Source: an optimization exercise on an open RTL-to-GDS flow (aim: small area, a short achievable clock period and few clock cycles). Production flows keep margins and buffers that such runs may drop.
Only simulation tests tie the RTL to the original design; equivalence was not proved.
No activity file was given, so power comes from the tool's default toggle rates.

rev 12:
==> module stream_buffer, before the edit <==
module stream_buffer #(
  parameter int unsigned Depth = 2
) (
  input  logic                                   clk_i,
  input  logic                                   rst_ni,
  input  logic [8-1:0][32-1:0] data_i,
  input  logic [$clog2(8)-1:0]         last_i,    
  input  logic                                   push_i,
  output logic                                   full_o,
  output logic                                   full_next_o,
  output logic [32-1:0]                  data_o,
  output logic                                   valid_o,
  input  logic                                   ready_i
);
  localparam int unsigned PtrW = (Depth > 1) ? $clog2(Depth) : 1;
  localparam int unsigned CntW = $clog2(Depth + 1);
  localparam int unsigned IdxW = $clog2(8);
  logic [8-1:0][32-1:0] mem_q [Depth];
  logic [IdxW-1:0]   last_q [Depth];
  logic [PtrW-1:0]   wr_ptr_q, rd_ptr_q;
  logic [CntW-1:0]   count_q, count_d;
  logic [IdxW-1:0]   idx_q;
  logic              o_valid_q;
  logic [32-1:0] o_data_q;
  logic              pop, load, free, bypass, keep;
  logic              head_last_q, head_last_d;
  logic [PtrW-1:0]   rd_ptr_d;
  logic [IdxW-1:0]   idx_d, head_last_idx;
  assign pop         = o_valid_q && ready_i;
  assign load        = (!o_valid_q || pop) && (count_q != '0);
  assign free        = load && head_last_q;
  assign bypass      = push_i && (!o_valid_q || pop) && (count_q == '0);
  assign keep        = push_i && !(bypass && (last_i == '0));
  assign count_d     = count_q + CntW'(keep) - CntW'(free);
  assign full_o      = (count_q == CntW'(Depth));
  assign full_next_o = (keep && !free) ? (count_q == CntW'(Depth - 1)) :
                       (!keep && free) ? 1'b0 : full_o;
  assign rd_ptr_d = !free ? rd_ptr_q : (rd_ptr_q == PtrW'(Depth - 1)) ? '0 : rd_ptr_q + 1'b1;
  assign idx_d    = load ? (free ? '0 : idx_q + 1'b1) : ((keep && bypass) ? IdxW'(1) : idx_q);
  assign head_last_idx = (keep && (wr_ptr_q == rd_ptr_d)) ? last_i : last_q[rd_ptr_d];
  assign head_last_d   = (idx_d == head_last_idx);
  assign data_o      = o_data_q;
  assign valid_o     = o_valid_q;
  always_ff @(posedge clk_i) begin
    if (keep) begin
      mem_q[wr_ptr_q]  <= data_i;
      last_q[wr_ptr_q] <= last_i;
    end
    o_data_q <= ({32{load}} & mem_q[rd_ptr_q][idx_q]) |
                ({32{bypass}} & data_i[0]) |
                ({32{!load && !bypass}} & o_data_q);
  end
  always_ff @(posedge clk_i or negedge rst_ni) begin
    if (!rst_ni) begin
      wr_ptr_q  <= '0;
      rd_ptr_q  <= '0;
      count_q   <= '0;
      idx_q     <= '0;
      head_last_q <= 1'b0;
      o_valid_q <= 1'b0;
    end else begin
      if (keep) wr_ptr_q <= (wr_ptr_q == PtrW'(Depth - 1)) ? '0 : wr_ptr_q + 1'b1;
      rd_ptr_q    <= rd_ptr_d;
      idx_q       <= idx_d;
      head_last_q <= head_last_d;
      count_q <= count_d;
      if (load || bypass) o_valid_q <= 1'b1;
      else if (pop)       o_valid_q <= 1'b0;
    end
  end
endmodule
Settings: LEC_CHECK=0, CAP_MARGIN=20, CORE_MARGIN=2, CORE_UTILIZATION=55, CTS_CLUSTER_DIAMETER=80, CTS_CLUSTER_SIZE=24, SETUP_SLACK_MARGIN=4.0, SLEW_MARGIN=20; clock period 7.0 ns.
run.sh (not shown) runs the stock make flow with config.mk's settings and CLKGATE_MAP_FILE= SYNTH_SCRIPT=/design/flow/synth_recipe.tcl, a recipe that flattens the netlist after the stock synthesis.
Testbench counts of rev 12, summed over its fixed seeds: cycles 7,145.
[inputs] rev 13 vs rev 12
--- a/flow/design.v
+++ b/flow/design.v
@@ -72,22 +72,14 @@
   logic              o_valid_q;
   logic [32-1:0] o_data_q;
   logic              pop, load, free, bypass, keep;
-  logic              head_last_q, head_last_d;
-  logic [PtrW-1:0]   rd_ptr_d;
-  logic [IdxW-1:0]   idx_d, head_last_idx;
   assign pop         = o_valid_q && ready_i;
   assign load        = (!o_valid_q || pop) && (count_q != '0);
-  assign free        = load && head_last_q;
+  assign free        = load && (idx_q == last_q[rd_ptr_q]);
   assign bypass      = push_i && (!o_valid_q || pop) && (count_q == '0);
   assign keep        = push_i && !(bypass && (last_i == '0));
   assign count_d     = count_q + CntW'(keep) - CntW'(free);
   assign full_o      = (count_q == CntW'(Depth));
-  assign full_next_o = (keep && !free) ? (count_q == CntW'(Depth - 1)) :
-                       (!keep && free) ? 1'b0 : full_o;
-  assign rd_ptr_d = !free ? rd_ptr_q : (rd_ptr_q == PtrW'(Depth - 1)) ? '0 : rd_ptr_q + 1'b1;
-  assign idx_d    = load ? (free ? '0 : idx_q + 1'b1) : ((keep && bypass) ? IdxW'(1) : idx_q);
-  assign head_last_idx = (keep && (wr_ptr_q == rd_ptr_d)) ? last_i : last_q[rd_ptr_d];
-  assign head_last_d   = (idx_d == head_last_idx);
+  assign full_next_o = (count_d == CntW'(Depth));
   assign data_o      = o_data_q;
   assign valid_o     = o_valid_q;
   always_ff @(posedge clk_i) begin
@@ -105,13 +97,12 @@
       rd_ptr_q  <= '0;
       count_q   <= '0;
       idx_q     <= '0;
-      head_last_q <= 1'b0;
       o_valid_q <= 1'b0;
     end else begin
       if (keep) wr_ptr_q <= (wr_ptr_q == PtrW'(Depth - 1)) ? '0 : wr_ptr_q + 1'b1;
-      rd_ptr_q    <= rd_ptr_d;
-      idx_q       <= idx_d;
-      head_last_q <= head_last_d;
+      if (free) rd_ptr_q <= (rd_ptr_q == PtrW'(Depth - 1)) ? '0 : rd_ptr_q + 1'b1;
+      if (load)        idx_q <= free ? '0 : idx_q + 1'b1;
+      else if (keep && bypass) idx_q <= IdxW'(1);
       count_q <= count_d;
       if (load || bypass) o_valid_q <= 1'b1;
       else if (pop)       o_valid_q <= 1'b0;
--- outcome ---
In terms of power, rev 12 and rev 13 differ only marginally. There was hardly any difference in multi-input combinational area share between rev 12 and rev 13. As far as final standard cell area without fillers is concerned, rev 13 and rev 12 perform about the same. No run among rev 12 and rev 13 stopped early or left any final violation; all are clean. Looking at rev 12 and rev 13, the number of standard cells in the layout, taps in and fillers out is a wash. Diff rev 12 -> rev 13: top achievable clock speed now sits at about the same level; wire length now smaller; via count essentially unchanged; non-clock buffer count saw an increase. Total placed instance area delta (rev 13 -> rev 12): insignificant. Per the comparison of rev 13 with rev 12, post-synthesis compound-gate area fraction now smaller; final critical-path required period now smaller.
Testbench counts of rev 13, summed over its fixed seeds: cycles 7,145.

## port drivers added, routing unchanged
The results above use ideal ports. As a check the final layouts listed here were re-extracted and re-timed, cells and wires unchanged. Step 1, drivers: a clkbuf_16 drives clk_i and a buf_2 each remaining input, both assumed. Step 2 moves the port delays by t, midway between the first and last clock arrival at a register: inputs arrive t later, outputs are due t later. That takes back most of the time a late clock gives input paths. Slacks: ideal / step 1 / step 2; pairs: ideal / step 1.
run | shift t [ns] | setup slack, ns | worst setup path at the end | cell pins on the clock port's net
rev 12 | 0.962 | 4.001 / 3.925 / 3.143 | input to register | 1
rev 13 | 0.974 | 4.009 / 3.921 / 3.110 | input to register | 1
After both steps setup and hold are still met in every run listed. For rev 13, which loses most, drivers alone change the setup slack by -0.088 ns; drivers and shift together by -0.899 ns.
